Background: an optimization exercise with open tools, aiming at small area, a short achievable clock period and few clock cycles per item. Do not read the settings as production practice. No run shown here included a check of the RTL's function; only the layout flow was run. No activity file was given, so power comes from the tool's default toggle rates.

==> flow/design.v, too long to show whole: its modules and the start of the top module <==
// module conv3x3_stream_engine: 1990 lines
// module csa_fa: 10 lines
// module late_mux: 10 lines
// module late_and: 9 lines
module conv3x3_stream_engine #(
    parameter int BIT_DEPTH = 8,
    parameter int IMG_W     = 28,
    parameter int IMG_H     = 28,
    parameter int ACC_W     = 20,
    parameter int ADDR_W    = 10
) (
    input  logic                 clk,
    input  logic                 rst,
    input  logic                 kernel_wr_en,
    input  logic [3:0]           kernel_wr_addr,
    input  logic [BIT_DEPTH-1:0] kernel_wr_data,
    input  logic                 start,
    input  logic [1:0]           stride,
    input  logic                 relu_en,
    input  logic [4:0]           shift_amt,
    input  logic                 pix_valid,
    input  logic [BIT_DEPTH-1:0] pix_data,
    output logic                 pix_ready,
    output logic                 out_valid,
    output logic [BIT_DEPTH-1:0] out_data,
    output logic [ADDR_W-1:0]    out_addr,
    input  logic                 out_ready,
    output logic                 busy,
    output logic                 done
);
  // ...
==> flow/run.sh <==
#!/bin/bash
# synth_recipe.tcl (not shown) runs the flow's synth.tcl, then flattens the netlist and writes it again
# the make line also repeats each setting of config.mk as NAME=value (left out here)
make -C /OpenROAD-flow-scripts/flow DESIGN_CONFIG=/design/flow/config.mk WORK_HOME=/design/flow/orfs CLKGATE_MAP_FILE= SYNTH_SCRIPT=/design/flow/synth_recipe.tcl finish
==> flow/config.mk <==
export PLATFORM = sky130hd
export DESIGN_NAME = conv3x3_stream_engine
export DESIGN_NICKNAME = conv3x3_stream_engine
export VERILOG_FILES = /design/flow/design.v
export SDC_FILE = /design/flow/constraint.sdc
export NUM_CORES = 4
export LEC_CHECK = 0
export CAP_MARGIN = 50
export CORE_MARGIN = 2
export CORE_UTILIZATION = 40
export SLEW_MARGIN = 70
export SYNTH_HIERARCHICAL = 1
==> flow/constraint.sdc <==
create_clock -name core_clock -period 13.0 [get_ports {clk}]
set_input_delay 2.6000 -clock core_clock [delete_from_list [all_inputs] [get_ports {clk}]]
set_output_delay 2.6000 -clock core_clock [all_outputs]
set_load 0.01 [all_outputs]
==> qor.csv, run 1 <==
metric,value,unit
number of global-route vias before repair,24200,
sw power,2.98,mW
"commonest cells after routing, fill and taps aside","sky130_fd_sc_hd__edfxtp_1, sky130_fd_sc_hd__nand2_1, sky130_fd_sc_hd__fa_1, sky130_fd_sc_hd__and2_1, sky130_fd_sc_hd__dfxtp_1",
Non-clk invs,73,
cell row count,116,
placed wire-length estimate,85900,um
setup violators final,0,
Hold Path Sink,sum[0]$_DFF_P_,
post-synth top area share,45.8,%
Routed Antenna Nets,0,
post-synthesis instance area,40200,um^2
final global-route overflow total,0,
share of the final layout cell area in multi-input gates,40.2,%
worst hold path stage count,1,
Critical-path top delay cell,sky130_fd_sc_hd__edfxtp_1,
outcome,no timing/DRC/antenna violations,
Register-to-Register Setup Slack,8.70,ns
register containing the most flip-flops in the final layout,lbc,
insertion delay to the later sink of the worst-skew pair,0.67,ns
Finished Layout Cells,4275,
clock-cell share of area,5.98,%
nature of the critical path startpoint,register,
H-tree depth,3,
max FFs per register,464,
delay of the slowest cell on the worst path,0.54,ns
most used routing layer in global routing,met2,
Crit Reg-Reg Endpoint,rp[34]$_DFF_P_,
met3 Usage GRT,3.44,%
largest net degree at the start of global routing,53,
clock buffer instance count of the final layout,101,
routed wirelength normalized by instance count,25.3,um
relative slew slack,68.9,%
==> run 2: changes to the inputs <==
--- a/flow/design.v
+++ b/flow/design.v
@@ -1919,24 +1919,25 @@
     end
     logic [19:0] m7, m8;
     always_comb begin
         for (int i = 0; i < 20; i++) begin
             m7[i] = (i >= 7) && ({1'b0, shift_r} <= 6'(i - 7));
             m8[i] = (i >= 8) && ({1'b0, shift_r} <= 6'(i - 8));
         end
     end
-    logic        sgn, ovf_s, ovf_u;
-    logic [19:0] shv;
+    logic               sgn, ovf_s, ovf_u;
+    logic signed [19:0] sum_s, shv;
+    assign sum_s = sum;
     logic [7:0]  res;
     always_comb begin
         sgn   = sum[19];
         ovf_s = |((sum ^ {20{sgn}}) & m7);
         ovf_u = |(sum & m8);
-        shv   = $signed(sum) >>> shift_r;
+        shv   = sum_s >>> shift_r;
         if (relu_r) begin
             if (sgn)        res = 8'h00;
             else if (ovf_u) res = 8'hff;
             else            res = shv[7:0];
         end else begin
             if (ovf_s)      res = sgn ? 8'h80 : 8'h7f;
             else            res = shv[7:0];
         end
==> flow/flow/run.sh (new file) <==
#!/bin/bash
# Own layout flow: the standard synthesis and layout, with two changes to
# how the layout is made:
#  - ports are buffered with sky130_fd_sc_hd__buf_2 instead of the default
#    buffer the flow picks (a slow clock-delay cell);
#  - delay cells (clkdlybuf*, dlygate*, dlymetal*) are not used by the
#    resizer's slew/capacitance repair on signal nets.
# Each run of standard.sh writes its full output to a log file here.
set -euo pipefail
bash standard.sh synth > synth.log 2>&1
export BUFFER_PORTS_ARGS="-buffer_cell sky130_fd_sc_hd__buf_2"
export DONT_USE_CELLS="sky130_fd_sc_hd__clkdlybuf4s15_1 sky130_fd_sc_hd__clkdlybuf4s15_2 sky130_fd_sc_hd__clkdlybuf4s18_1 sky130_fd_sc_hd__clkdlybuf4s18_2 sky130_fd_sc_hd__clkdlybuf4s25_1 sky130_fd_sc_hd__clkdlybuf4s25_2 sky130_fd_sc_hd__clkdlybuf4s50_1 sky130_fd_sc_hd__clkdlybuf4s50_2 sky130_fd_sc_hd__dlygate4sd1_1 sky130_fd_sc_hd__dlygate4sd2_1 sky130_fd_sc_hd__dlygate4sd3_1 sky130_fd_sc_hd__dlymetal6s2s_1 sky130_fd_sc_hd__dlymetal6s4s_1 sky130_fd_sc_hd__dlymetal6s6s_1"
bash standard.sh > layout.log 2>&1
==> flow/standard.sh (new file) <==
#!/bin/bash
# synth_recipe.tcl (not shown) runs the flow's synth.tcl, then flattens the netlist and writes it again
# the make line also repeats each setting of config.mk as NAME=value (left out here)
make -C /OpenROAD-flow-scripts/flow DESIGN_CONFIG=/design/flow/config.mk WORK_HOME=/design/flow/orfs CLKGATE_MAP_FILE= SYNTH_SCRIPT=/design/flow/synth_recipe.tcl "${@:-finish}"
removed: flow/run.sh
==> run 2 against run 1 <==
Effect of this change: still clean; sequential power is essentially flat; die area is the same; worst hold slack lost 0.0065 ns; routed wire length shrank 1.8%; clock skew shrank 0.011 ns; global-route usage shrank 0.47 points; sequential cell count is the same; sequential share of layout area grew 0.34 points; register-to-register slack gained 0.02 ns; critical path depth grew 1; first-iteration DRC count grew 7.1%; cell area shrank 0.77%; critical path type unchanged; largest cell class unchanged.
==> qor.csv, run 2 <==
metric,value,unit,change
final period demand of the worst path,4.28,ns,
register containing the most flip-flops in the final layout,lbc,,
Synth Area per Inst,14.5,um^2,
# diodes,0,,
nature of the critical path startpoint,register,,
length of the first detailed-routing pass in iterations,5,,
highest ir drop seen on vdd,0.358,mV,
max FFs per register,464,,unchanged
quantity of gates resized following cts,0,,
"FF+latch count, synth",740,,
initial cell density of the core,40.2,%,
vertical extent of the die,321,um,
via count,22300,,
top cell types by occurrence after synthesis,"sky130_fd_sc_hd__edfxtp_1, sky130_fd_sc_hd__nand2_1, sky130_fd_sc_hd__fa_1",,
violation count after the first detailed-route iteration,2039,,
global-route wire length before repair,158000,um,
Critical-path top delay cell,sky130_fd_sc_hd__fa_1,,
most common flop cell mapped by yosys,sky130_fd_sc_hd__edfxtp_1,,
CP Max Fanout,5,,
cell row count,116,,unchanged
most numerous cell in the Yosys netlist,sky130_fd_sc_hd__edfxtp_1,,
cell-by-cell trace of the critical path,buf_2 -> buf_2 -> nand2_1 -> fa_1 -> fa_1 -> fa_1 -> fa_1 -> fa_1 -> fa_1 -> fa_1,,
pre-CTS setup slack,8.73,ns,
Routed Antenna Nets,0,,unchanged
register area share after synthesis,52.1,%,
critical path class,register to register,,
RSZ-0062 raised after global routing,no,,
delay of the slowest cell on the worst path,0.51,ns,-0.03 ns
class of the worst hold path,register to register,,
Horiz. Die Dim,321,um,
placed wire-length estimate,83300,um,-3.1%
final wirelength,106000,um,
registers with the most flip-flops,"lbc x464, kr x72, rp x63",,
CP top delay family,adder cells,,
number of global-route vias before repair,23800,,-1.5%
residual DRC count,0,,
H-tree depth,3,,unchanged
count of flip-flops with a built-in enable after synthesis,613,,
final global-route overflow total,0,,unchanged
setup TNS,0,ns,
top cells by area in the synthesized netlist,"sky130_fd_sc_hd__edfxtp_1, sky130_fd_sc_hd__fa_1, sky130_fd_sc_hd__dfxtp_1, sky130_fd_sc_hd__nand2_1, sky130_fd_sc_hd__and2_1",,
buffer and inverter count on the worst path,2,,
arrival time at the worst endpoint,4.82,ns,
Placer Congestion,1.02,,
fraction of layout instances using a drive strength above 1,16.7,%,
capturing element type of the critical path,register,,
relative slew slack,69.4,%,+0.58 points
cell repeated most along the worst path,sky130_fd_sc_hd__fa_1,,
area growth from synthesis to final layout,13.0,%,
post-synthesis instance area,40200,um^2,unchanged
"leading cell type in the layout, fill and taps excluded",sky130_fd_sc_hd__edfxtp_1,,
"commonest cells after routing, fill and taps aside","sky130_fd_sc_hd__edfxtp_1, sky130_fd_sc_hd__nand2_1, sky130_fd_sc_hd__fa_1, sky130_fd_sc_hd__and2_1, sky130_fd_sc_hd__buf_2",,
fill count,8752,,
share of synthesized flip-flops with an asynchronous set or reset,0,%,
Cell Count Post-Placement,4089,,
clock-pin slew of the registers on the worst-case setup and hold paths,0.06,ns,
worst-case setup margin in the final layout,8.72,ns,
ports placed on the boundary,56,,
Syn Nets,3380,,
count of cell types in the netlist,67,,
number of nets in the finished design,3511,,
# Post-CTS Setup Buffers,0,,
top cell type by total area after synthesis,sky130_fd_sc_hd__edfxtp_1,,
port buffer count,55,,
post-synth top area share,45.8,%,unchanged
number of buffers added to fix hold violations after cts,0,,
number of warnings reported in the yosys synthesis log,8,,
slew of the pin with the lowest slew margin,0.459,ns,
routed wirelength normalized by instance count,24.9,um,-1.5%
"Data required, critical path",13.54,ns,
total power draw,8.68,mW,
Clock Skews,0.0283,ns,
Max Cap Viol,0,,
post-detailed-route via-to-cell ratio,5.23,,
Finished Layout Cells,4263,,-0.28%
Final Hold Viols,0,,
initial antenna violation count,1,,
clock tree from TritonCTS,yes,,
largest net degree at the start of global routing,60,,+13%
Power Density,191,nW/um^2,
Overall Global Routing Usage,21.1,%,
number of sinks driven by the clock tree,740,,
number of cells produced by synthesis,2769,,
CORE AREA,99900,um^2,
clock tree root driver cell,sky130_fd_sc_hd__clkbuf_16,,
CTS Buffer Depth,3,,
insertion delay to the later sink of the worst-skew pair,0.67,ns,about the same
number of max-slew violations in the final report,0,,
Total Die Area,103000,um^2,
setup violators final,0,,unchanged
Final Cycle Share,32.9,%,
number of clock buffers inserted by TritonCTS,81,,
outcome,no timing/DRC/antenna violations,,
reported leakage power,15.5,nW,
FMAX,234,MHz,
## run 2: cell types whose count changed in the layout (fill, tap and decap cells not counted), moves of 2 or more
cell / previous run / this run
sky130_fd_sc_hd__buf_4: 41 / 39
sky130_fd_sc_hd__bufinv_16: 9 / 6
sky130_fd_sc_hd__clkbuf_4: 5 / 11
sky130_fd_sc_hd__clkdlybuf4s50_1: 52 / 0
sky130_fd_sc_hd__clkbuf_2: 3 / 1
sky130_fd_sc_hd__clkinv_4: 0 / 3
sky130_fd_sc_hd__buf_2: 104 / 146
sky130_fd_sc_hd__clkinv_2: 10 / 13
sky130_fd_sc_hd__dfxtp_2: 16 / 14
sky130_fd_sc_hd__clkbuf_1: 17 / 13
sky130_fd_sc_hd__inv_6: 5 / 2
sky130_fd_sc_hd__dfxtp_1: 107 / 110
## run 2: cell type report
type / instances / area [um^2] / share of cell area [%]
Tap cell: 1298 / 1620 / 3.58
Clock buffer: 98 / 2140 / 4.72
Timing Repair Buffer: 216 / 1460 / 3.22
Inverter: 73 / 274 / 0.603
Clock inverter: 50 / 537 / 1.18
Multi-Input combinational cell: 1788 / 18400 / 40.5
Sequential cell: 740 / 21000 / 46.2
## run 2: worst register-to-register path: stages, from the launching register on
cell and delay, ns:
sky130_fd_sc_hd__edfxtp_1 0.37, sky130_fd_sc_hd__buf_2 0.22, sky130_fd_sc_hd__buf_2 0.25, sky130_fd_sc_hd__nand2_1 0.10, sky130_fd_sc_hd__fa_1 0.48, sky130_fd_sc_hd__fa_1 0.46, sky130_fd_sc_hd__fa_1 0.43, sky130_fd_sc_hd__fa_1 0.51
sky130_fd_sc_hd__fa_1 0.42, sky130_fd_sc_hd__fa_1 0.51, sky130_fd_sc_hd__fa_1 0.40
## run 2: worst paths after layout
| path | from | to | slack, ns | cells past startpoint |
|---|---|---|---|---|
| worst min register to register | rp[0]$_DFF_P_ | sum[0]$_DFF_P_ | 0.36 | 1 |
| worst max-delay path | lbc[239]$_DFFE_PP_ | rp[57]$_DFF_P_ | 8.72 | 10 |
| worst max register to register | lbc[239]$_DFFE_PP_ | rp[57]$_DFF_P_ | 8.72 | 10 |
| worst min-delay path | rp[0]$_DFF_P_ | sum[0]$_DFF_P_ | 0.36 | 1 |
## run 2: logic make-up after synthesis
| group | count (synthesis) | share of synthesized area (%) |
|---|---|---|
| AND/OR/NAND/NOR | 910 | 10.2 |
| flip-flops | 740 | 52.1 |
| multiplexers | 115 | 3.94 |
| buffers and inverters | 241 | 2.46 |
| XOR/XNOR | 28 | 0.610 |
| adder cells (fa/ha/maj) | 577 | 28.1 |
| AO/OA/AOI/OAI | 158 | 2.56 |
## run 2: report_power, final
group | internal [mW] | total [mW] | leakage [nW] | switching (mW)
sequential | 2.84 | 3.01 | 6.75 | 0.167
clock | 1.31 | 2.29 | 1.29 | 0.973
combinational | 1.54 | 3.38 | 7.45 | 1.84
## run 2: metal layers
metal,GRT usage [%],up-vias,share of wire (%)
met4,10.4,0,5.4
met2,32.5,838,46
met1,28.7,11700,42
met3,4.16,191,7.0
li1,-,9509,-
met5,0,-,0
## run 2: per-module statistics from Yosys (local to each module, per instance), excerpt
module                 copies in the design  cells  area [um^2]  flops+latches
conv3x3_stream_engine                     1   2145        28300            740
csa_fa                                  541      1         20.0              0
## run 2: metrics by stage
step                      hold WS [ns]  util, %  cell area, um^2
after floorplan                  0.338        -            40200
after global placement           0.356     41.5            41500
after detailed placement         0.358     42.6            42500
after CTS                        0.374     45.2            45200
after global routing             0.382     45.5            45400
final                            0.364     45.5            45400

afterwards: timing with drivers on the ports:
No port has a modelled driver above. Below, the same layouts with a new extraction and two added sets of constraints.
Step 1 (the two cells are an assumption about what drives the block):
set clk [get_ports {clk}]
set_driving_cell -lib_cell sky130_fd_sc_hd__clkbuf_16 $clk
set_driving_cell -lib_cell sky130_fd_sc_hd__buf_2 [delete_from_list [all_inputs] $clk]
Step 2 adds t to the input delays and takes it off the output delays; t is the mean of the earliest and latest rising clock arrival at the registers after step 1. Input paths then give back, and output paths get back, about the clock's delay inside the block.
Slacks: no drivers / after step 1 / after step 2; pairs: no drivers / after step 1.
run | t, ns | setup WS [ns] | worst setup path at the end | clock arrival spread, ns | worst data-port slew with drivers (ns)
run 1 | 0.712 | 8.702 / 8.702 / 8.624 | input to register | 0.041 / 0.041 | 0.07
run 2 | 0.722 | 8.719 / 8.719 / 8.719 | register to register | 0.033 / 0.033 | 0.04
After both steps setup and hold are still met in every run listed. The setup slack of run 1, which loses most, moves by 0.000 ns with the drivers and by -0.078 ns with both steps.
